What follows belongs to an exercise in optimizing a design on an open flow for small area, a short achievable clock period and few clock cycles per item; a production flow would make more cautious choices.
In this exercise RTL edits were held to simulation tests only and were not proved equivalent to the original.
Power is estimated from default activity; no workload was simulated.

Design alu_mdu, start of the top module:
module alu_mdu #(
  parameter int unsigned WIDTH = 32,
  parameter int unsigned SHW   = 5
) (
  input  logic             clk,
  input  logic             rst_n,
  input  logic [WIDTH-1:0] busA,
  input  logic [WIDTH-1:0] busB,
  input  logic [4:0]       ALUctr,
  input  logic [SHW-1:0]   shamt,
  input  logic             start,
  output logic [WIDTH-1:0] Result,
  output logic             Zero,
  output logic             busy,
  output logic             done,
  output logic [WIDTH-1:0] hi,
  output logic [WIDTH-1:0] lo
);
Settings: LEC_CHECK=0, ABC_AREA=1, CAP_MARGIN=30, CORE_MARGIN=2, CORE_UTILIZATION=40, PLACE_DENSITY=0.8, SETUP_SLACK_MARGIN=2.5, SLEW_MARGIN=20, TNS_END_PERCENT=0; clock period 10.0 ns.
run.sh (not shown) runs the stock make flow with config.mk's settings and CLKGATE_MAP_FILE= SYNTH_SCRIPT=/design/flow/synth_recipe.tcl, a recipe that flattens the netlist after the stock synthesis.
Testbench counts at the start, summed over its fixed seeds: cycles 1,580, ops 320.
Rerun with:
Settings changed: PLACE_DENSITY 0.8 to default, SETUP_SLACK_MARGIN 2.5 to 3.0, TNS_END_PERCENT 0 to default.
Total power goes up by 4.9%.
Wire length rose by 7.9%.
Utilization increases by 4.0 points.
Rerun with:
Settings changed: CAP_MARGIN 30 to 10, CORE_UTILIZATION 40 to 60, SETUP_SLACK_MARGIN 3.0 to 2.0, SLEW_MARGIN 20 to 10, TNS_END_PERCENT from default to 0.
What happened:
- The new run produced a clean layout
- cell area went down by 9.2%
- first-iteration DRC count climbs by 73%
- count of clock-buffer cells in the layout went up by 3
- total power goes down by 3.4%
- clock power is lower by 3.6%
- routed wire length shrinks by 7.7%
Rerun with:
Settings changed: CAP_MARGIN 10 to 30, CORE_UTILIZATION 60 to 40, SLEW_MARGIN 10 to 20.
What happened: Count of clock-buffer cells in the layout increases by 2; clock skew is about the same; design area increases slightly; total power decreases slightly.
Rerun with:
Settings changed: ABC_AREA 1 to default, SETUP_SLACK_MARGIN 2.0 to 2.5.
Effect: The changed run passed the timing, design-rule and antenna checks. Non-clock buffer count came out higher by 80. Final area increases by roughly a tenth. Die area rises by a little under a tenth. Worst setup slack loses 91 ps. Maximum frequency falls slightly. Cell count shrinks by a few percent. Total power went down by about a fifth. Utilization went up by 0.82 points. First-iteration DRC count grows by a quarter to a third.
Rerun with:
Settings changed: ABC_AREA from default to 1.
After rerunning: The changed run passed the timing, design-rule and antenna checks; routed wire length went down by about 10%; final area went down by 9.3%; critical path depth went up by 6; worst setup slack gains 220 ps; total power went up by about 20%; core utilization went down by 0.98 points; sequential share of layout area went up by 0.77 points; clock skew went up by 3.3 ps; clock-buffer cell count went down by 4; fmax went up by 2.8%.

job 2170:
alu_mdu, a different RTL version from the one above (not shown whole).
Size: roughly 4,300 cells after synthesis, roughly 110 flip-flops, about 0.031 sq mm of cells after synthesis.
Settings: LEC_CHECK=0, CAP_MARGIN=30, CORE_MARGIN=2, CORE_UTILIZATION=40, SETUP_SLACK_MARGIN=0.5, SLEW_MARGIN=20; clock period 10.0 ns.
Job 2170: flow completed, timing, DRC and antenna clean
Testbench counts of job 2170, summed over its fixed seeds: cycles 1,670, ops 320.
--- input diff job 2170..job 982 ---
Settings: ABC_AREA newly set to 1; SETUP_SLACK_MARGIN changed from 0.5 to 3.0.
Findings:
Having completed the whole flow, job 982 delivered a layout that passed the timing, design-rule and antenna checks.
Compared with job 2170, in job 982 number of cells produced by synthesis increased 176; layout buffer count excluding clock buffers increased 25; data arrival time of the worst path decreased 1420 ps.
On maximum vdd ir drop: between job 2170 and job 982, it ends up higher for job 2170.
In job 982 relative to job 2170, maximum clock frequency had gone up by more than 10%.
Compared with job 2170, DRC violation total after the first TritonRoute iteration in job 982 decreased by more than 10%.
Relative to job 982, the following input files were edited for job 8317:
Settings: SETUP_SLACK_MARGIN now 0.5, was 3.0.
Findings:
When job 8317 is measured against job 982, its routed length per instance turns out 3.4% lower.
Comparing clock network fraction of total power for job 8317 and job 982, the bigger number came from job 8317.
Between job 8317 and job 982, initial antenna violation count is higher for job 982, job 8317 comes in under that.
In job 8317 relative to job 982, combinational power had gone down by a few percent.
Looking at share of final layout cell area taken by non-clock buffers across job 8317 and job 982, the one that comes out lower is job 8317.
Compared with job 982, in job 8317 part of the cycle the worst path needs grew by 12 points, static leakage power shrank by 1.2 nW, number of cell instances on the worst register-to-register path grew by 7.
Placed cell area across job 8317 and job 982: no real change.
Final routed wirelength across all metal layers down 8.3 mm in job 8317 wrt job 982
Job 8317 vs job 982, worst setup path startpoint: ALUctr[0] vs ALUctr[1]

## what the ideal ports hide
The results above use ideal ports. As a check the final layouts listed here were re-extracted and re-timed, cells and wires unchanged. Step 1 sets driving cells, clkbuf_16 on the clock port and buf_2 on the other inputs (assumed; they add their load-dependent delay and slew). Step 2 moves the port delays by t, midway between the first and last clock arrival at a register: inputs arrive t later, outputs are due t later. That takes back most of the time a late clock gives input paths. a / b / c = ideal ports / drivers / drivers and shift; a / b = the first two.
run	t, ns	setup slack, ns	clock arrival spread, ns
the first run of note 1	0.540	1.983 / 1.940 / 1.940	0.013 / 0.013
the second run of note 1	0.558	1.992 / 1.965 / 1.965	0.020 / 0.020
the third run of note 1	0.536	1.770 / 1.746 / 1.746	0.016 / 0.016
the fourth run of note 1	0.533	1.951 / 1.933 / 1.933	0.016 / 0.016
the fifth run of note 1	0.547	1.860 / 1.834 / 1.834	0.018 / 0.018
the sixth run of note 1	0.546	2.080 / 2.033 / 2.033	0.021 / 0.021
job 2170	0.565	0.605 / 0.581 / 0.581	0.035 / 0.035
job 982	0.514	2.030 / 1.969 / 1.969	0.015 / 0.015
job 8317	0.524	0.863 / 0.839 / 0.839	0.014 / 0.014
After both steps every run listed still meets setup and hold. The setup slack of job 982, which loses most, moves by -0.061 ns with the drivers and by -0.061 ns with both steps.
